Context: an optimization exercise on an open-source flow, tuned for a short achievable clock period and few clock cycles per item. The choices shown serve that exercise and are no tape-out recipe.
The RTL was checked by simulation tests, not by an equivalence proof against the original design.
Power figures rest on the tool's default switching activity, not on a simulated workload.

<file path="design/flow/config.mk">
export PLATFORM = sky130hd
export DESIGN_NAME = clipped_sprite_blit_framebuffer
export DESIGN_NICKNAME = clipped_sprite_blit_framebuffer
export VERILOG_FILES = /design/flow/design.v
export SDC_FILE = /design/flow/constraint.sdc
export NUM_CORES = 4
export LEC_CHECK = 0
export ABC_CLOCK_PERIOD_IN_PS = 3500
export CAP_MARGIN = 20
export CELL_PAD_IN_SITES_DETAIL_PLACEMENT = 1
export CELL_PAD_IN_SITES_GLOBAL_PLACEMENT = 2
export CORE_MARGIN = 2
export CORE_UTILIZATION = 40
export PLACE_DENSITY = 0.55
export SLEW_MARGIN = 20
export SYNTH_MEMORY_MAX_BITS = 16384
</file>
<file path="design/flow/constraint.sdc">
create_clock -name core_clock -period 10.0 [get_ports {clk_i}]
set_input_delay 2.0000 -clock core_clock [delete_from_list [all_inputs] [get_ports {clk_i}]]
set_output_delay 2.0000 -clock core_clock [all_outputs]
set_load 0.01 [all_outputs]
</file>
<file path="design/flow/design.v">
package csbf_pkg;
  localparam int SCREEN_WIDTH  = 128;
  localparam int SCREEN_HEIGHT = 64;
  localparam int ADDR_W        = $clog2(SCREEN_WIDTH);
  localparam int WORD_W        = 64;
  localparam int BYTE_W        = 8;
  localparam int IN_TUSER_W  = 3;
  localparam int IN_TDATA_W  = 120;
  localparam int OUT_TUSER_W = 1;
  localparam int OUT_TDATA_W = 72;
  localparam int CFG_INDEX_W = 1;
  localparam int CFG_DATA_W  = 8;
  localparam int RES_W = WORD_W + 1 + BYTE_W;
  localparam int OUT_DEPTH = 16;
  localparam int OUT_PTR_W = $clog2(OUT_DEPTH);
  localparam logic [2:0] OP_CLEAR     = 3'd0;
  localparam logic [2:0] OP_DRAW_OR   = 3'd1;
  localparam logic [2:0] OP_DRAW_SET  = 3'd2;
  localparam logic [2:0] OP_READ_COL  = 3'd3;
  localparam logic [2:0] OP_READ_BYTE = 3'd4;
endpackage
import csbf_pkg::*;
module csbf_ctrl (
  input  logic             clk_i,
  input  logic             rst_ni,
  input  logic             s1_read_i,
  input  logic             res_valid_i,
  input  logic [RES_W-1:0] res_data_i,
  output logic             in_ready_o,
  output logic             out_valid_o,
  input  logic             out_ready_i,
  output logic [RES_W-1:0] out_data_o
);
  logic [5:0] owed_q;
  logic       pop_q;
  logic       ready_q;
  logic             out_valid_q;
  logic [RES_W-1:0] out_data_q;
  logic [RES_W-1:0] buf_q [OUT_DEPTH];
  logic [OUT_PTR_W-1:0] wr_q, rd_q;
  logic [OUT_PTR_W:0]   cnt_q;
  logic pop, load, from_buf, bypass, push;
  assign pop      = out_valid_q & out_ready_i;
  assign load     = !out_valid_q | out_ready_i;
  assign from_buf = load && (cnt_q != '0);
  assign bypass   = load && (cnt_q == '0) && res_valid_i;
  assign push     = res_valid_i && !bypass;
  always_ff @(posedge clk_i or negedge rst_ni) begin
    if (!rst_ni) begin
      owed_q      <= '0;
      pop_q       <= 1'b0;
      ready_q     <= 1'b0;
      out_valid_q <= 1'b0;
      wr_q        <= '0;
      rd_q        <= '0;
      cnt_q       <= '0;
      out_data_q  <= '0;
    end else begin
      pop_q   <= pop;
      owed_q  <= owed_q + {5'd0, s1_read_i} - {5'd0, pop_q};
      ready_q <= ({1'b0, owed_q} + {6'd0, s1_read_i} + {6'd0, ready_q} + 7'd1)
                 <= 7'(OUT_DEPTH + 1);
      if (load) begin
        out_valid_q <= from_buf | bypass;
      end
      if (push) begin
        wr_q <= wr_q + 1'b1;
      end
      if (from_buf) begin
        rd_q <= rd_q + 1'b1;
      end
      cnt_q <= cnt_q + {{OUT_PTR_W{1'b0}}, push} - {{OUT_PTR_W{1'b0}}, from_buf};
      if (from_buf) begin
        out_data_q <= buf_q[rd_q];
      end else if (bypass) begin
        out_data_q <= res_data_i;
      end
    end
  end
  always_ff @(posedge clk_i) begin
    if (push) begin
      buf_q[wr_q] <= res_data_i;
    end
  end
  assign in_ready_o  = ready_q;
  assign out_valid_o = out_valid_q;
  assign out_data_o  = out_data_q;
endmodule
import csbf_pkg::*;
module csbf_dpath (
  input  logic                             clk_i,
  input  logic                             rst_ni,
  input  logic                             cfg_we_i,
  input  logic [CFG_INDEX_W-1:0]           cfg_index_i,
  input  logic [CFG_DATA_W-1:0]            cfg_data_i,
  input  logic                             in_valid_i,
  input  logic                             in_ready_i,
  input  logic [IN_TDATA_W-1:0]            in_data_i,
  input  logic [IN_TUSER_W-1:0]            in_op_i,
  output logic                             s1_read_o,
  output logic                             res_valid_o,
  output logic [RES_W-1:0]                 res_data_o
);
  localparam int GROUPS  = 8;
  localparam int GROUP_N = SCREEN_WIDTH / GROUPS;
  function automatic logic [9:0] add10(input logic [9:0] a, input logic [9:0] b,
                                       input logic cin);
    logic [10:0] gg, pp;
    gg = {a & b, cin};
    pp = {a ^ b, 1'b0};
    for (int d = 1; d < 11; d = d * 2) begin
      for (int i = 10; i >= d; i--) begin
        gg[i] = gg[i] | (pp[i] & gg[i-d]);
        pp[i] = pp[i] & pp[i-d];
      end
    end
    add10 = (a ^ b) ^ gg[9:0];
  endfunction
  function automatic logic [63:0] rotl(input logic [63:0] w, input logic [5:0] n);
    rotl = ({w, w} << n) >> 64;
  endfunction
  function automatic logic [63:0] rotr(input logic [63:0] w, input logic [5:0] n);
    rotr = 64'({w, w} >> n);
  endfunction
  logic [7:0] cam_left_q, cam_top_q;
  always_ff @(posedge clk_i or negedge rst_ni) begin
    if (!rst_ni) begin
      cam_left_q <= '0;
      cam_top_q  <= '0;
    end else if (cfg_we_i) begin
      if (cfg_index_i == 1'b0) begin
        cam_left_q <= cfg_data_i;
      end else begin
        cam_top_q <= cfg_data_i;
      end
    end
  end
  logic [7:0] cam_left_c, cam_top_c;
  assign cam_left_c = (cfg_we_i && cfg_index_i == 1'b0) ? cfg_data_i : cam_left_q;
  assign cam_top_c  = (cfg_we_i && cfg_index_i == 1'b1) ? cfg_data_i : cam_top_q;
  logic [7:0]  sl0_c, st0_c, cols0_c, colno0_c;
  logic [6:0]  rows0_c;
  logic [9:0]  colok0_c;
  assign sl0_c    = in_data_i[7:0];
  assign st0_c    = in_data_i[15:8];
  assign cols0_c  = in_data_i[23:16];
  assign rows0_c  = in_data_i[30:24];
  assign colno0_c = in_data_i[38:31];
  assign colok0_c = add10({2'b0, colno0_c}, ~{2'b0, cols0_c}, 1'b1);
  logic        v1;
  logic [2:0]  op1;
  logic [9:0]  w1, e1, d1;
  logic [7:0]  cl1;
  logic        colok1;
  logic [6:0]  rows1, scol1;
  logic [63:0] pix1;
  logic [2:0]  page1;
  always_ff @(posedge clk_i or negedge rst_ni) begin
    if (!rst_ni) begin
      v1 <= 1'b0;
    end else begin
      v1 <= in_valid_i & in_ready_i;
    end
  end
  always_ff @(posedge clk_i) begin
    op1    <= in_op_i;
    w1     <= add10({2'b0, sl0_c}, {2'b0, colno0_c}, 1'b0);
    e1     <= add10({2'b0, st0_c}, ~{2'b0, cam_top_c}, 1'b1);
    d1     <= add10({2'b0, cam_top_c}, ~{2'b0, st0_c}, 1'b1);
    cl1    <= cam_left_c;
    colok1 <= colok0_c[9];
    rows1  <= (rows0_c > 7'd64) ? 7'd64 : rows0_c;
    scol1  <= in_data_i[112:106];
    pix1   <= in_data_i[102:39];
    page1  <= in_data_i[105:103];
  end
  assign s1_read_o = v1 && (op1 == OP_READ_COL || op1 == OP_READ_BYTE);
  logic        v2;
  logic [2:0]  op2;
  logic        vis2;
  logic [63:0] mask2;
  logic [5:0]  rot2;
  logic [6:0]  addr2;
  logic [63:0] pix2;
  logic [2:0]  page2;
  logic [9:0]  sx1_c, dm1_c;
  logic        below1_c, visy1_c, vis1_c;
  logic [63:0] therm1_c, range1_c;
  always_comb begin
    sx1_c    = add10(w1, ~{2'b0, cl1}, 1'b1);
    dm1_c    = add10(d1, ~{3'b0, rows1}, 1'b1);
    below1_c = !e1[9];
    visy1_c  = (rows1 != 7'd0) && (e1[9] || e1[8:6] == 3'd0) && dm1_c[9];
    vis1_c   = colok1 && (sx1_c[9:7] == 3'd0) && visy1_c;
    therm1_c = rows1[6] ? '1 : ~({64{1'b1}} << rows1[5:0]);
    range1_c = below1_c ? ({64{1'b1}} >> e1[5:0]) : ({64{1'b1}} << d1[5:0]);
  end
  always_ff @(posedge clk_i or negedge rst_ni) begin
    if (!rst_ni) begin
      v2 <= 1'b0;
    end else begin
      v2 <= v1;
    end
  end
  always_ff @(posedge clk_i) begin
    op2   <= op1;
    vis2  <= vis1_c;
    mask2 <= vis1_c ? (therm1_c & range1_c) : '0;
    rot2  <= e1[5:0];
    addr2 <= (op1 == OP_READ_BYTE) ? scol1 : sx1_c[6:0];
    pix2  <= pix1;
    page2 <= page1;
  end
  logic                    rcol3, rbyte3, rok3, clear3, wr3, vis3;
  logic [63:0]             mask3, wen3, wdat3;
  logic [SCREEN_WIDTH-1:0] sel3;
  logic [6:0]              addr3;
  logic [5:0]              rot3;
  logic [2:0]              page3;
  logic [SCREEN_WIDTH-1:0]              valid_q;
  logic [SCREEN_WIDTH-1:0][WORD_W-1:0]  mem_q;
  logic        ok2_c, draw2_c, or2_c;
  logic [63:0] scr2_c, place2_c;
  assign ok2_c    = clear3 ? 1'b0 : ((wr3 && addr3 == addr2) ? 1'b1 : valid_q[addr2]);
  assign draw2_c  = v2 && vis2 && (op2 == OP_DRAW_OR || op2 == OP_DRAW_SET);
  assign or2_c    = op2 == OP_DRAW_OR;
  assign scr2_c   = rotl(mask2, rot2);
  assign place2_c = rotl(pix2, rot2) & scr2_c;
  always_ff @(posedge clk_i or negedge rst_ni) begin
    if (!rst_ni) begin
      rcol3  <= 1'b0;
      rbyte3 <= 1'b0;
      clear3 <= 1'b0;
      wr3    <= 1'b0;
      wen3   <= '0;
    end else begin
      rcol3  <= v2 && op2 == OP_READ_COL;
      rbyte3 <= v2 && op2 == OP_READ_BYTE;
      clear3 <= v2 && op2 == OP_CLEAR;
      wr3    <= draw2_c;
      wen3   <= !draw2_c ? '0 : !ok2_c ? '1 : or2_c ? place2_c : scr2_c;
    end
  end
  always_ff @(posedge clk_i) begin
    rok3  <= ok2_c;
    vis3  <= vis2;
    wdat3 <= (or2_c && ok2_c) ? '1 : place2_c;
    mask3 <= ok2_c ? mask2 : '0;
    addr3 <= addr2;
    rot3  <= rot2;
    page3 <= page2;
    for (int x = 0; x < SCREEN_WIDTH; x++) begin
      sel3[x] <= addr2 == 7'(x);
    end
  end
  always_ff @(posedge clk_i or negedge rst_ni) begin
    if (!rst_ni) begin
      valid_q <= '0;
    end else if (clear3) begin
      valid_q <= '0;
    end else if (wr3) begin
      valid_q <= valid_q | sel3;
    end
  end
  always_ff @(posedge clk_i) begin
    for (int x = 0; x < SCREEN_WIDTH; x++) begin
      for (int y = 0; y < WORD_W; y++) begin
        if (sel3[x] && wen3[y]) begin
          mem_q[x][y] <= wdat3[y];
        end
      end
    end
  end
  logic [GROUPS-1:0][WORD_W-1:0] part3_c;
  always_comb begin
    for (int g = 0; g < GROUPS; g++) begin
      part3_c[g] = '0;
      for (int i = 0; i < GROUP_N; i++) begin
        part3_c[g] = part3_c[g] | (mem_q[g*GROUP_N+i] & {WORD_W{sel3[g*GROUP_N+i]}});
      end
    end
  end
  logic                          rcol4, rbyte4, rok4, vis4;
  logic [GROUPS-1:0][WORD_W-1:0] part4;
  logic [63:0]                   mask4;
  logic [5:0]                    rot4;
  logic [2:0]                    page4;
  always_ff @(posedge clk_i or negedge rst_ni) begin
    if (!rst_ni) begin
      rcol4  <= 1'b0;
      rbyte4 <= 1'b0;
    end else begin
      rcol4  <= rcol3;
      rbyte4 <= rbyte3;
    end
  end
  always_ff @(posedge clk_i) begin
    rok4  <= rok3;
    vis4  <= vis3;
    part4 <= part3_c;
    mask4 <= mask3;
    rot4  <= rot3;
    page4 <= page3;
  end
  logic [63:0] word4_c, col4_c;
  logic [7:0]  byte4_c;
  always_comb begin
    word4_c = '0;
    for (int g = 0; g < GROUPS; g++) begin
      word4_c = word4_c | part4[g];
    end
    col4_c  = rotr(word4_c, rot4) & mask4;
    byte4_c = rok4 ? word4_c[{page4, 3'b000} +: 8] : 8'd0;
  end
  assign res_valid_o = rcol4 | rbyte4;
  assign res_data_o  = rbyte4 ? {64'd0, 1'b0, byte4_c} : {col4_c, vis4, 8'd0};
endmodule
import csbf_pkg::*;
module clipped_sprite_blit_framebuffer (
  input  logic                                 clk_i,
  input  logic                                 rst_ni,
  input  logic                                 cfg_we_i,
  input  logic [csbf_pkg::CFG_INDEX_W-1:0]     cfg_index_i,
  input  logic [csbf_pkg::CFG_DATA_W-1:0]      cfg_data_i,
  input  logic                                 s_axis_tvalid,
  output logic                                 s_axis_tready,
  input  logic [csbf_pkg::IN_TDATA_W-1:0]      s_axis_tdata,
  input  logic [csbf_pkg::IN_TUSER_W-1:0]      s_axis_tuser,
  output logic                                 m_axis_tvalid,
  input  logic                                 m_axis_tready,
  output logic [csbf_pkg::OUT_TDATA_W-1:0]     m_axis_tdata,
  output logic [csbf_pkg::OUT_TUSER_W-1:0]     m_axis_tuser
);
  logic             in_ready;
  logic             s1_read;
  logic             res_valid;
  logic [RES_W-1:0] res_data;
  logic [RES_W-1:0] out_data;
  csbf_dpath u_dpath (
    .clk_i        (clk_i),
    .rst_ni       (rst_ni),
    .cfg_we_i     (cfg_we_i),
    .cfg_index_i  (cfg_index_i),
    .cfg_data_i   (cfg_data_i),
    .in_valid_i   (s_axis_tvalid),
    .in_ready_i   (in_ready),
    .in_data_i    (s_axis_tdata),
    .in_op_i      (s_axis_tuser),
    .s1_read_o    (s1_read),
    .res_valid_o  (res_valid),
    .res_data_o   (res_data)
  );
  csbf_ctrl u_ctrl (
    .clk_i        (clk_i),
    .rst_ni       (rst_ni),
    .s1_read_i    (s1_read),
    .res_valid_i  (res_valid),
    .res_data_i   (res_data),
    .in_ready_o   (in_ready),
    .out_valid_o  (m_axis_tvalid),
    .out_ready_i  (m_axis_tready),
    .out_data_o   (out_data)
  );
  assign s_axis_tready = in_ready;
  assign m_axis_tdata  = {out_data[BYTE_W-1:0], out_data[RES_W-1 -: WORD_W]};
  assign m_axis_tuser  = out_data[BYTE_W];
endmodule
</file>
<file path="design/flow/flow/run.sh">
#!/bin/bash
set -euo pipefail
MARGIN=6.2
bash standard.sh synth > standard_synth.log 2>&1
bash standard.sh floorplan place > standard_place.log 2>&1
bash standard.sh SETUP_SLACK_MARGIN=$MARGIN cts > standard_cts.log 2>&1
bash standard.sh SETUP_SLACK_MARGIN=$MARGIN finish > standard_finish.log 2>&1
test -f out/final.def
</file>
<file path="design/flow/standard.sh">
#!/bin/bash
# synth_recipe.tcl (not shown) runs the flow's synth.tcl, then flattens the netlist and writes it again
# the make line also repeats each setting of config.mk as NAME=value (left out here)
make -C /OpenROAD-flow-scripts/flow DESIGN_CONFIG=/design/flow/config.mk WORK_HOME=/design/flow/orfs CLKGATE_MAP_FILE= SYNTH_SCRIPT=/design/flow/synth_recipe.tcl "${@:-finish}"
</file>
==> impl_results.md, run 1 <==
* Post-synth top area cell: edfxtp_1
* Fin. Hold Viols at 0
* CP startpoint kind: flip-flop
* Tmin final at between 3 and 4 ns
* Post-synthesis mux area share at 0.0422
* Aggregate global routing overflow at 0
* # DRC at 0
* Synthesized cell area at between 400000 and 500000 um2
* Syn. warnings at 2
* Post-Synth Simple-Gate Area at 0.138
* Fmax at ~0.25 GHz
* Seq/Total Area, Yosys at 0.696
* Nets at ~30000
* CTS tree: built
* Slew HR at 0.203
* Clock skew at 0.0909 ns
* First drt pass iteration count at 5
* DRT Wirelength at 1650000 um
* Setup Viol. Count Final at 0
* WL/cell at 36.0 um
* Met1 Use GR at 0.389
* Status: finished clean
* P per Cell Area at around 250 nW/um2
* CP arrival at 5.13 ns
* Final slew viol count at 0
* Syn Area/Cell at around 15 um2
* Asr flop ratio synth at 0.0288
* Netlist cell types at 84
* Worst-margin pin slew at about 1.2 ns
* Worst-Skew Late Latency at 1.29 ns
* Global Route Usage Sum at 0.286
* Num rows at a little under 400
* CP Class: flip-flop to flip-flop
* Met2 Track Usage GR at 0.485
* Critical Path Fanout Max at 17
* Top Ports at 212
* Initial DRC count at 26700
* Initial Util at 0.401
* Synth top area share at 0.628
* CP required at 11.13 ns
* Routability cong. at ~0.84
* PortBufs at 204
* Post-DP HPWL at 1040000 um
* Compound-Gate Fraction of Synth Area at 0.0931
* CTS max path bufs at 6
* Synth Area in XOR/XNOR at 0.000803
* MaxCap Viol Count at 0
* Die area at 1130000 um2
* First-pass GRT wire length at 2270000 um
* Syn_nets at 30600
* Max rail drop VDD at 0.000267 V
* Leak at 175 nW
* Clk pin slew, worst setup/hold paths at 0.06 ns
* Top post-synthesis cells by area: edfxtp_1, and2_1, dfxtp_1
* Area grow syn2layout at 13.7%
* CTS HTree Levels at 7
* Vias in the first global route at 276000
* Detail Route Antenna Nets at 0
* Synthesized instance count at 30300
* CP endpoint kind: flip-flop
* Post-CTS Hold Buffers at 0
* Utilization after layout at 0.456
* Adder-Cell Fraction of Synth Area at 0.00220
* Number of antenna violations at the first check in global routing at approximately 210
* Core area at ~1100000 um2
* Unrepaired setup endpoints after global routing: true
* GRT Max-Usage Layer: met2
* FF+latch count, synth at between 10000 and 15000
* DR vias/cell at 5.88
* Period utilization at 0.400
* Via count at between 200k and 300k
* Chip width at around 1100 um
* PnR worst setup slack at 6.00 ns
* Pre-CTS setup slack at 4.09 ns
* Ys flop type: edfxtp_1
* Root buffer cell: clkbuf_16
* Setup Total Neg Slack at 0 ns
* Largest net degree at the start of global routing at 143
* Ratio of cells with drive above 1 in the final layout at 0.139
* Die span in y at about 1100 um
* Largest family of logic cells by synthesized area: simple AND/OR/NAND/NOR gates
* Number of flops mapped to enable cells by yosys at 9360
* Met3 Resource Use GR at 0.0357
* Num CTS Buffers at 1291
* Hold Crit Class: flip-flop to flip-flop
* Clock Sinks at 10800
[flip-flops by register name, summed over array words and instances, names as in the netlist, 8 cells and up]
register            count
u_dpath.sel3          128
u_dpath.cam_top_q       8
u_dpath.mask3          64
u_ctrl.buf_q         1168
u_dpath.pix1           64
u_dpath.mem_q        8192
u_dpath.cl1             8
u_dpath.wen3           64
u_dpath.e1             10
u_dpath.part4         512
u_dpath.wdat3          64
u_dpath.cam_left_q      8
u_dpath.w1              9
u_dpath.mask4          64
u_dpath.mask2          64
u_dpath.d1              9
u_dpath.pix2           64
u_dpath.valid_q       128
u_ctrl.out_data_q      73
[path summary, 6_finish.rpt]
path,startpoint,end,slack [ns],depth (start not counted)
hold reg to reg,u_dpath.pix1[12],u_dpath.pix2[12],0.31,0
setup / recovery,u_dpath.part4[99],u_ctrl.out_data_q[55],6.00,11
hold / removal,u_dpath.pix1[12],u_dpath.pix2[12],0.31,0
min in group asynchronous,rst_ni,u_ctrl.owed_q[1],0.63,1
setup reg to reg,u_dpath.part4[99],u_ctrl.out_data_q[55],6.00,11
max in group asynchronous,rst_ni,u_dpath.wen3[45],7.20,3
[stage by stage]
stage	power, mW	std cells	instance area (um2)	hold WS, ns
after floorplan	67.3	30300	447000	0.310
after global placement	82.4	43300	467000	0.310
after detailed placement	82.5	43300	467000	0.313
after CTS	128	45600	507000	0.306
after global routing	131	45700	509000	0.316
final	128	45800	509000	0.308
[report_power, final]
part	internal [mW]	leakage, nW	total, mW	switching [mW]
sequential	52.9	101	56.0	3.12
clock	26.2	19.3	44.8	18.6
combinational	8.33	54.7	26.8	18.4
[layer usage]
layer / vias to the layer above / part of all wire
met4: 18 / 0.030
met3: 1916 / 0.052
met2: 7317 / 0.49
met5: - / 0.000064
li1: 114000 / -
met1: 146000 / 0.43
[layout by cell type (no fill, tap or decap), types with 128 or more instances in the layout]
cell type,n
edfxtp_1,9360
and2_1,8279
a22o_1,2067
a221oi_1,2051
clkbuf_16,1317
buf_4,942
dfxtp_1,925
mux4_2,680
nand4_1,535
nor2_1,437
clkbuf_1,416
nand2_1,361
a21oi_1,296
mux2i_1,240
o21ai_0,213
dfrtp_1,207
dfxtp_4,201
clkbuf_8,157
clkinv_2,157
clkinv_1,149
nand3_1,144
clkdlybuf4s50_1,128
[kinds of logic after synthesis]
| logic type | Yosys count |
|---|---|
| muxes | 1024 |
| and+or+nand+nor | 10200 |
| adders and majority gates | 75 |
| xor gates and xnor gates | 41 |
| DFF | 10800 |
| AOI/OAI and AO/OA | 5026 |
| buffers and inverters | 3205 |
[critical path, cell delays in order, from the launching register on]
cell      delay [ns]
dfxtp_2         0.32
nor4_4          1.00
buf_6           0.28
nand2_8         0.10
mux4_2          0.60
mux4_2          0.55
buf_6           0.16
o21ai_2         0.11
o21ai_2         0.10
o2111a_2        0.20
buf_12          0.15
a21o_1          0.18
[layout make-up]
cell class	instances	area, um2
clock inverters	372	2780
clock buffers	1890	36600
multi-input cells	16400	126000
repair buffers	1297	11700
flip-flops and latches	10800	312000
diodes	104	260
fillers	108000	607000
well taps	14800	18500
inverters	104	400
[repair_timing]
item | CTS | global route
buffers inserted | 58 | 30
gates resized for setup | 555 | 120
pin swaps | 32 | 17
setup endpoints to repair | 1943 | 1064
cloned | 25 | 13
[Yosys cell counts (all sizes together), types with 35 or more instances]
| master | n |
|---|---|
| nand4 | 535 |
| o22ai | 84 |
| nor4 | 158 |
| inv | 102 |
| mux4 | 680 |
| a211o | 35 |
| o21ai | 225 |
| dfxtp | 1130 |
| nor2 | 456 |
| edfxtp | 9360 |
| nand3 | 148 |
| dfrtp | 311 |
| buf | 398 |
| nor3 | 54 |
| ha | 69 |
| and2 | 8300 |
| a221oi | 2056 |
| clkbuf | 2703 |
| a21oi | 300 |
| mux2i | 244 |
| a22o | 2067 |
| a21o | 64 |
| mux2 | 100 |
| nand2 | 381 |
| a22oi | 50 |
Testbench counts, summed over its fixed seeds: cycles 4,144, items 4,096.
==> run 2, diff against run 1 <==
--- a/design/flow/design.v
+++ b/design/flow/design.v
@@ -39,12 +39,12 @@
   logic [RES_W-1:0] buf_q [OUT_DEPTH];
   logic [OUT_PTR_W-1:0] wr_q, rd_q;
   logic [OUT_PTR_W:0]   cnt_q;
-  logic pop, load, from_buf, bypass, push;
-  assign pop      = out_valid_q & out_ready_i;
-  assign load     = !out_valid_q | out_ready_i;
-  assign from_buf = load && (cnt_q != '0);
-  assign bypass   = load && (cnt_q == '0) && res_valid_i;
-  assign push     = res_valid_i && !bypass;
+  logic pop, load, take;
+  logic [RES_W-1:0] next_data;
+  assign pop       = out_valid_q & out_ready_i;
+  assign load      = !out_valid_q | out_ready_i;
+  assign take      = load && ((cnt_q != '0) || res_valid_i);
+  assign next_data = (cnt_q != '0) ? buf_q[rd_q] : res_data_i;
   always_ff @(posedge clk_i or negedge rst_ni) begin
     if (!rst_ni) begin
       owed_q      <= '0;
@@ -61,24 +61,20 @@
       ready_q <= ({1'b0, owed_q} + {6'd0, s1_read_i} + {6'd0, ready_q} + 7'd1)
                  <= 7'(OUT_DEPTH + 1);
       if (load) begin
-        out_valid_q <= from_buf | bypass;
+        out_valid_q <= take;
+        out_data_q  <= next_data;
       end
-      if (push) begin
+      if (res_valid_i) begin
         wr_q <= wr_q + 1'b1;
       end
-      if (from_buf) begin
+      if (take) begin
         rd_q <= rd_q + 1'b1;
       end
-      cnt_q <= cnt_q + {{OUT_PTR_W{1'b0}}, push} - {{OUT_PTR_W{1'b0}}, from_buf};
-      if (from_buf) begin
-        out_data_q <= buf_q[rd_q];
-      end else if (bypass) begin
-        out_data_q <= res_data_i;
-      end
+      cnt_q <= cnt_q + {{OUT_PTR_W{1'b0}}, res_valid_i} - {{OUT_PTR_W{1'b0}}, take};
     end
   end
   always_ff @(posedge clk_i) begin
-    if (push) begin
+    if (res_valid_i) begin
       buf_q[wr_q] <= res_data_i;
     end
   end
==> design/flow/run.sh (new file) <==
#!/bin/bash
# synth_recipe.tcl (not shown) runs the flow's synth.tcl, then flattens the netlist and writes it again
# the make line also repeats each setting of config.mk as NAME=value (left out here)
make -C /OpenROAD-flow-scripts/flow DESIGN_CONFIG=/design/flow/config.mk WORK_HOME=/design/flow/orfs CLKGATE_MAP_FILE= SYNTH_SCRIPT=/design/flow/synth_recipe.tcl finish
--- a/design/flow/config.mk
+++ b/design/flow/config.mk
@@ -12,5 +12,6 @@
 export CORE_MARGIN = 2
 export CORE_UTILIZATION = 40
 export PLACE_DENSITY = 0.55
+export SETUP_SLACK_MARGIN = 5
 export SLEW_MARGIN = 20
 export SYNTH_MEMORY_MAX_BITS = 16384
removed: design/flow/flow/run.sh
removed: design/flow/standard.sh
==> run 2 against run 1 <==
Still clean on timing, DRC and antenna. Critical path depth fell by 2. Power fell by 0.85%. Sequential share of layout area rose by 0.43 points. Critical path type unchanged. Critical endpoint is now u_ctrl.buf_q[15][23]. Largest cell class unchanged.
==> impl_results.md, run 2 <==
* Final slew viol count at 0
* Fin. Hold Viols at 0
* First drt pass iteration count at 6
* Slew HR at 0.194
* Chip width at 1060 um
* Core area at 1120000 um2
* FILL cells at 108000
* Top Registers: u_dpath.mem_q (8192), u_ctrl.buf_q (1168), u_dpath.part4 (512)
* Die area at 1130000 um2
* Top post-synthesis cells by area: edfxtp_1, and2_1, dfxtp_1
* Ratio of cells with drive above 1 in the final layout at 0.125
* WP buf/inv at 1
* Syn_nets at about 31000
* Netlist cell types at 80
* Worst hold path depth at 0
* Met1 Use GR at 0.397
* Setup Total Neg Slack at 0 ns
* Crit-path cells: nor4_1, nand2_1, mux4_2, mux4_2, mux2i_1, nor2_1, a21oi_1, nor3b_1, buf_4
* Critical Path Fanout Max at 16
* Post-synth top area cell: edfxtp_1
* Worst setup endpoint: u_ctrl.buf_q[15][23]
* DR vias/cell at 5.88
* DRT Wirelength at 1620000 um
* CTS HTree Levels at 7
* Asr flop ratio synth at 0.0288
* Synthesized instance count at roughly 30000
* Post-DP HPWL at 1040000 um
* Syn Area/Cell at roughly 15 um2
* Flop pwr share at 0.440
* Root buffer cell: clkbuf_16
* Placed cells at 43200
* Placement Cell Area at 465000 um2
* CP startpoint kind: flip-flop
* Clock Power Share at 0.356
* Global Route Usage Sum at 0.283
* Worst r2r dst: u_ctrl.buf_q[15][23]
* Seq/Total Area, Yosys at 0.697
* Hold Crit Class: flip-flop to flip-flop
* Max FFs per register at 8192
* First-pass GRT wire length at 2250000 um
* Initial DRC count at between 20000 and 30000
* Status: finished clean
* Reg-to-Reg Start: u_dpath.part4[64]
* Clock Sinks at ~11000
* Vias in the first global route at approximately 270k
* CTS max path bufs at 6
* Worst-margin pin slew at 1.21 ns
* Routability cong. at roughly 0.84
* Setup Buffers After CTS at 0
* Crit path launch: u_dpath.part4[64]
* Initial Util at 0.401
* Area grow syn2layout at 13.0%
* Most common cell in the netlist: edfxtp_1
* Top reg by flops: u_dpath.mem_q
* R2r setup slk at 5.06 ns
* GRT Max-Usage Layer: met2
* Met3 Resource Use GR at 0.0289
* Number of antenna violations at the first check in global routing at 214
* CP Class: flip-flop to flip-flop
* Clk pin slew, worst setup/hold paths at around 0.060 ns
* Unrepaired setup endpoints after global routing: false
* Post-CTS Hold Buffers at 0
* Leak at 170 nW
* PortBufs at 204
* Setup Viol. Count Final at 0
* Largest net degree at the start of global routing at 129
* CP required at approximately 11 ns
* Multi-input gate area at 124000 um2
* Num rows at 388
* FF+latch count, synth at 10800
* WL/cell at 35.6 um
* Sw frac at 0.316
* PnR worst setup slack at 5.06 ns
* Top Family by Delay on Critical Path: simple AND/OR/NAND/NOR gates
* Pint at 86.6 mW
* CP endpoint kind: flip-flop
* Aggregate global routing overflow at 0
* Synth top area share at 0.629
* Commonest non-fill, non-tap cells in the layout: edfxtp_1, and2_1, a221oi_1
* Die span in y at 1060 um
* Commonest non-fill, non-tap cell in the layout: edfxtp_1
* Met2 Track Usage GR at 0.473
* CP max stage delay at slightly below 0.9 ns
* P per Cell Area at about 250 nW/um2
* MaxCap Viol Count at 0
* Number of flops mapped to enable cells by yosys at 9360
* Switching power at 39.9 mW
* Reg area at roughly 310000 um2
* Worst path depth at 9
* Worst-Skew Late Latency at 1.28 ns
* Pre-CTS setup slack at 4.61 ns
* FF-to-FF path depth at 9
* Max rail drop VDD at 0.000215 V
* Worst-path cell with the longest stage delay: nand2_1
* CP arrival at 5.90 ns
* Clock skew at 0.120 ns
* Resize count post-CTS at 6
* Num CTS Buffers at 1290
* Detail Route Antenna Nets at 0
* Ys flop type: edfxtp_1
* Fmax at 0.202 GHz
* Finished Cell Area at 505000 um2
* Most common library cells after synthesis: edfxtp_1, and2_1, clkbuf_1
* Via count at between 200k and 300k
* Comb power frac at 0.204
* Pwr Total at between 100 and 150 mW
* Most frequent CP cell: mux4_2
* CTS tree: built
* Synthesized cell area at ~450000 um2
* Syn. warnings at 2
* # DRC at 0
* Top Ports at 212
* Period utilization at 0.494
* Post-Layout Cell Count at about 46000
* Tmin final at 4.94 ns
* Nets at between 20000 and 30000
==> run 2: cell types whose count changed in the layout (fill, tap and decap cells not counted), moves of 38 or more <==
cell | before | now
o22ai_1 | 73 | 111
a22oi_1 | 50 | 99
clkdlybuf4s50_1 | 128 | 203
nor4_1 | 32 | 131
mux2i_1 | 240 | 324
nor4_4 | 77 | 11
nand3_1 | 144 | 59
nand2_1 | 361 | 234
a221oi_1 | 2051 | 2113
buf_6 | 97 | 9
mux4_2 | 680 | 617
==> run 2: cell families (layout without fill, tap and decap cells) <==
family / Yosys count / in the layout / share of synthesized area
fa+ha+maj: 75 / 75 / 0.00220
simple gates: 9925 / 9925 / 0.135
other cells: 0 / 88 / 0
flops: 10800 / 10800 / 0.697
xor+xnor: 44 / 44 / 0.000862
compound gates: 5189 / 5189 / 0.0960
mux: 1064 / 1064 / 0.0415
buf+inv: 3224 / 3547 / 0.0278
==> run 2: power by group through the flow <==
stage               Sequential (mW)  Combinational (mW)  Clock, mW
floorplan                      55.9                11.4          0
global placement               56.6                25.9          0
detailed placement             56.6                26.0          0
CTS                            55.7                26.2       46.0
global route                   55.8                26.9       47.6
finish                         55.7                25.8       45.0
==> run 2: worst min path at each step <==
stage	startpoint	end
6_report	u_dpath.pix1[25]	u_dpath.pix2[25]
5_1_grt	u_dpath.pix1[25]	u_dpath.pix2[25]
4_1_cts	u_dpath.pix1[25]	u_dpath.pix2[25]
3_5_place_dp	u_dpath.pix1[45]	u_dpath.pix2[45]
3_3_place_gp	u_dpath.page1[1]	u_dpath.page2[1]
2_1_floorplan	u_dpath.mask3[0]	u_dpath.mask4[0]
==> run 2: layer usage <==
layer / up-vias / routed length [um]
met4: 6 / 44600
met2: 7286 / 782000
met3: 2001 / 78600
met5: - / 41
li1: 114000 / -
met1: 145000 / 718000
==> run 2: metrics by stage <==
stage	utilization	hold slack [ns]
6_report	0.453	0.315
5_1_grt	0.453	0.324
4_1_cts	0.453	0.319
3_5_place_dp	0.417	0.313
3_3_place_gp	0.417	0.310
2_1_floorplan	-	0.310
==> run 2: layout make-up <==
cell class                 count  area share
clock buffer                1860      0.0721
clock inverter               406     0.00651
tap                        14800      0.0367
sequential                 10800       0.618
timing repair buffer        1184      0.0200
antenna                       88    0.000436
inverter                      97    0.000726
multi-input combinational  16300       0.245
==> run 2: worst reg2reg max path: stages, from the launching register on <==
cell and delay (ns):
dfxtp_1 0.30, nor4_1 0.73, nand2_1 0.89, mux4_2 0.87, mux4_2 0.54, mux2i_1 0.25, nor2_1 0.08, a21oi_1 0.62
nor3b_1 0.15, buf_4 0.23
Testbench counts of run 2, summed over its fixed seeds: cycles 4,144, items 4,096.
==> run 3, diff against run 2 <==
==> design/flow/flow/run.sh (new file) <==
#!/bin/bash
set -euo pipefail
MARGIN=6.2
bash standard.sh synth > standard_synth.log 2>&1
bash standard.sh floorplan place > standard_place.log 2>&1
PLACE_ODB=orfs/results/sky130hd/clipped_sprite_blit_framebuffer/base/3_place.odb \
  openroad -exit -no_init flow/io_near.tcl > io_near.log 2>&1
bash standard.sh SETUP_SLACK_MARGIN=$MARGIN cts > standard_cts.log 2>&1
bash standard.sh SETUP_SLACK_MARGIN=$MARGIN finish > standard_finish.log 2>&1
test -f out/final.def
==> design/flow/flow/io_near.tcl (new file) <==
# Move each output port's buffer next to its pin and the register that drives
# that buffer next to the buffer, then legalize. Reads and writes the placed
# database named by PLACE_ODB.
read_db $::env(PLACE_ODB)
set block [ord::get_db_block]
set core [$block getCoreArea]
set cx0 [$core xMin]; set cy0 [$core yMin]; set cx1 [$core xMax]; set cy1 [$core yMax]
proc clampv {v lo hi} { expr {$v < $lo ? $lo : ($v > $hi ? $hi : $v)} }
set moved 0
foreach bt [$block getBTerms] {
  if {[$bt getIoType] != "OUTPUT"} continue
  set net [$bt getNet]
  set bb [$bt getBBox]
  set px [expr {([$bb xMin] + [$bb xMax]) / 2}]
  set py [expr {([$bb yMin] + [$bb yMax]) / 2}]
  set its [$net getITerms]
  if {[llength $its] != 1} continue
  set buf [[lindex $its 0] getInst]
  set a [$buf findITerm A]
  if {$a == "NULL"} continue
  set inet [$a getNet]
  set drv ""
  foreach it [$inet getITerms] { if {[$it isOutputSignal]} { set drv [$it getInst] } }
  if {$drv == ""} continue
  if {![[$drv getMaster] isSequential]} continue
  # a point just inside the core, facing the pin
  set tx [clampv $px [expr {$cx0 + 3000}] [expr {$cx1 - 12000}]]
  set ty [clampv $py [expr {$cy0 + 3000}] [expr {$cy1 - 6000}]]
  # step inward from the pin's edge for the register
  set dx 0; set dy 0
  if {$px <= $cx0} { set dx 8000 } elseif {$px >= $cx1} { set dx -8000 } elseif {$py <= $cy0} { set dy 6000 } else { set dy -6000 }
  $buf setLocation $tx $ty
  $buf setPlacementStatus PLACED
  $drv setLocation [expr {$tx + $dx}] [expr {$ty + $dy}]
  $drv setPlacementStatus PLACED
  incr moved
}
puts "io_near: moved $moved output buffers and their registers"
detailed_placement
check_placement -verbose
write_db $::env(PLACE_ODB)
==> design/flow/standard.sh (new file) <==
#!/bin/bash
# synth_recipe.tcl (not shown) runs the flow's synth.tcl, then flattens the netlist and writes it again
# the make line also repeats each setting of config.mk as NAME=value (left out here)
make -C /OpenROAD-flow-scripts/flow DESIGN_CONFIG=/design/flow/config.mk WORK_HOME=/design/flow/orfs CLKGATE_MAP_FILE= SYNTH_SCRIPT=/design/flow/synth_recipe.tcl "${@:-finish}"
--- a/design/flow/config.mk
+++ b/design/flow/config.mk
@@ -12,6 +12,5 @@
 export CORE_MARGIN = 2
 export CORE_UTILIZATION = 40
 export PLACE_DENSITY = 0.55
-export SETUP_SLACK_MARGIN = 5
 export SLEW_MARGIN = 20
 export SYNTH_MEMORY_MAX_BITS = 16384
removed: design/flow/run.sh
==> run 3 against run 2 <==
Clock power about the same. Clock skew decreased by 0.020 ns. Largest cell class unchanged. Via count decreased by 0.64%. Sequential power about the same. Synthesized area did not move. Core utilization up 0.19 points. Combinational power rose by 8%. Maximum frequency grew 27%. Count of clock-buffer cells in the layout down 39. Critical path depth unchanged. Final area grew 0.42%.
==> impl_results.md, run 3 <==
* Status: finished clean
* Clk pin slew, worst setup/hold paths at roughly 0.060 ns
* Multi-input gate area at 125000 um2
* Unrepaired setup endpoints after global routing: true
* Setup Viol. Count Final at 0
* Tmin final at 3.88 ns
* Syn Area/Cell at 14.7 um2
* CP startpoint kind: flip-flop
* Critical Path Fanout Max at 16
* Ys flop type: edfxtp_1
* Core area at around 1100000 um2
* Top reg by flops: u_dpath.mem_q
* Seq/Total Area, Yosys at 0.697
* Final slew viol count at 0
* FF-to-FF path depth at 9
* CP max stage delay at roughly 0.69 ns
* Synth top area share at 0.629
* Root buffer cell: clkbuf_16
* WP buf/inv at 1
* First-pass GRT wire length at 2220000 um
* Slew HR at 0.215
* Max FFs per register at 8192
* Syn. warnings at 2
* Clock skew at between 0.09 and 0.1 ns
* Chip width at 1060 um
* Synthesized instance count at about 30000
* Initial DRC count at between 20000 and 25000
* CTS HTree Levels at 7
* Num rows at 388
* Largest net degree at the start of global routing at 120
* Worst hold path depth at 0
* Hold Crit Class: flip-flop to flip-flop
* Commonest non-fill, non-tap cells in the layout: edfxtp_1, and2_1, a221oi_1
* # DRC at 0
* DRT Wirelength at 1600000 um
* Leak at between 150 and 200 nW
* Vias in the first global route at 275000
* CP required at 10.92 ns
* Routability cong. at roughly 0.83
* WL/cell at 35.0 um
* Nets at 29900
* Post-DP HPWL at 1000000 um
* Ratio of cells with drive above 1 in the final layout at 0.135
* Area grow syn2layout at 13.5%
* Top Family by Delay on Critical Path: multiplexers
* Crit-path cells: nor4_2, buf_4, nand2_2, mux4_2, o22ai_1, a211o_1, mux2i_1, mux2i_1, nor2_4
* Asr flop ratio synth at 0.0288
* First drt pass iteration count at 6
* Worst-margin pin slew at around 1.2 ns
* CP arrival at between 4 and 5 ns
* Netlist cell types at 80
* Top Ports at 212
* Placed cells at 43100
* Worst path depth at 9
* MaxCap Viol Count at 0
* Aggregate global routing overflow at 0
* Top post-synthesis cells by area: edfxtp_1, and2_1, dfxtp_1
* P per Cell Area at 253 nW/um2
* Crit path launch: u_dpath.part4[305]
* Most common library cells after synthesis: edfxtp_1, and2_1, clkbuf_1
* DR vias/cell at 5.84
* Number of flops mapped to enable cells by yosys at roughly 9400
* Post-CTS Hold Buffers at 0
* Reg-to-Reg Start: u_dpath.part4[305]
* Die area at 1130000 um2
* Setup Total Neg Slack at 0 ns
* Reg area at 312000 um2
* Fmax at 0.258 GHz
* Synthesized cell area at about 450000 um2
* Hold Crit Start: u_dpath.pix1[19]
* Detail Route Antenna Nets at 0
* Via count at 266000
* Number of antenna violations at the first check in global routing at 188
* Worst-path cell with the longest stage delay: mux2i_1
* CTS tree: built
* CTS max path bufs at 6
* Post-Layout Cell Count at 45600
* Top Registers: u_dpath.mem_q (8192), u_ctrl.buf_q (1168), u_dpath.part4 (512)
* Syn_nets at 30500
* FF+latch count, synth at 10800
* Clock Sinks at ~11000
* Most common cell in the netlist: edfxtp_1
* Most frequent CP cell: mux2i_1
* FILL cells at 107000
* Max rail drop VDD at 0.000349 V
* Period utilization at 0.388
* Global Route Usage Sum at 0.278
* Die span in y at 1060 um
* Commonest non-fill, non-tap cell in the layout: edfxtp_1
* CP Class: flip-flop to flip-flop
* Initial Util at 0.401
* Post-synth top area cell: edfxtp_1
* PortBufs at 204
* Worst-Skew Late Latency at 1.28 ns
* Fin. Hold Viols at 0
* CP endpoint kind: flip-flop
* Num CTS Buffers at about 1300
[run 3: kinds of logic after synthesis]
family	Yosys count	synth area share
compound gates	5189	0.0960
xor+xnor	44	0.000862
fa+ha+maj	75	0.00220
buf+inv	3224	0.0278
flops	10800	0.697
mux	1064	0.0415
simple gates	9925	0.135
[run 3: layout make-up]
type,instances,share of cell area
Clock buffer,1821,0.0706
Timing Repair Buffer,1253,0.0217
Sequential cell,10800,0.616
Antenna cell,119,0.000587
Inverter,97,0.000735
Tap cell,14800,0.0365
Clock inverter,416,0.00687
Multi-Input combinational cell,16300,0.247
[run 3: final timing paths]
kind | slack [ns] | to
max | 6.12 | u_ctrl.buf_q[4][35]
min | 0.28 | u_dpath.pix2[19]
max reg2reg | 6.12 | u_ctrl.buf_q[4][35]
min reg2reg | 0.28 | u_dpath.pix2[19]
max in group asynchronous | 7.38 | u_dpath.wen3[30]
min in group asynchronous | 0.68 | u_dpath.valid_q[57]
[run 3: what timing repair did]
item / in CTS / in global routing
gates cloned: 3 / 2
buffers inserted: 97 / 37
setup endpoints to repair: 1636 / 591
resized for setup: 699 / 52
pin swaps: 22 / 8
[run 3: routing by layer]
layer,up-vias,share of wire,GRT usage,wire length (um)
met3,1828,0.048,0.0339,76300
met5,-,0.000057,0,91
met1,144000,0.44,0.383,699000
met4,16,0.029,0.0713,45800
met2,6731,0.49,0.470,775000
li1,114000,-,-,-
[run 3: metrics by stage]
step	setup slack, ns	power, mW	hold slack [ns]	util	area (um2)
floorplan	3.39	67.3	0.310	-	447000
global placement	4.56	82.4	0.311	0.417	464000
detailed placement	4.54	82.5	0.313	0.417	465000
CTS	6.06	129	0.287	0.454	506000
global route	6.09	132	0.291	0.455	507000
finish	6.12	128	0.277	0.455	507000
[run 3: power breakdown]
group / leakage [nW] / switching (mW) / internal [mW]
combinational: 53.6 / 19.4 / 8.40
sequential: 98.1 / 2.73 / 53.0
clock: 19.2 / 18.5 / 26.3
total: 171 / 40.7 / 87.6

[re-timing with driven ports]
In the flow no input, the clock included, has a driving cell. The finished layouts below were timed again as built, in two steps.
Step 1: set_driving_cell puts a clkbuf_16 on clk_i and a buf_2 on each other input, an assumption about the parent block.
Step 2 times the ports against the registers' clock, not the clock port: input delays grow and output delays shrink by t, the midpoint of the rising clock arrivals with the driver on.
Three values: no drivers, after step 1, after step 2; two values: the first two.
run | t, ns | slack for setup (ns) | hold slack, ns | latest minus earliest clock arrival (ns)
run 1 | 1.413 | 6.004 / 5.871 / 4.957 | 0.308 / 0.308 / 0.308 | 0.095 / 0.095
run 2 | 1.382 | 5.056 / 5.056 / 4.660 | 0.315 / 0.315 / 0.315 | 0.121 / 0.120
run 3 | 1.399 | 6.119 / 5.984 / 5.026 | 0.277 / 0.277 / 0.277 | 0.104 / 0.105
After both steps setup and hold are still met in every run listed. For run 3, which loses most, drivers alone change the setup slack by -0.135 ns; drivers and shift together by -1.093 ns.
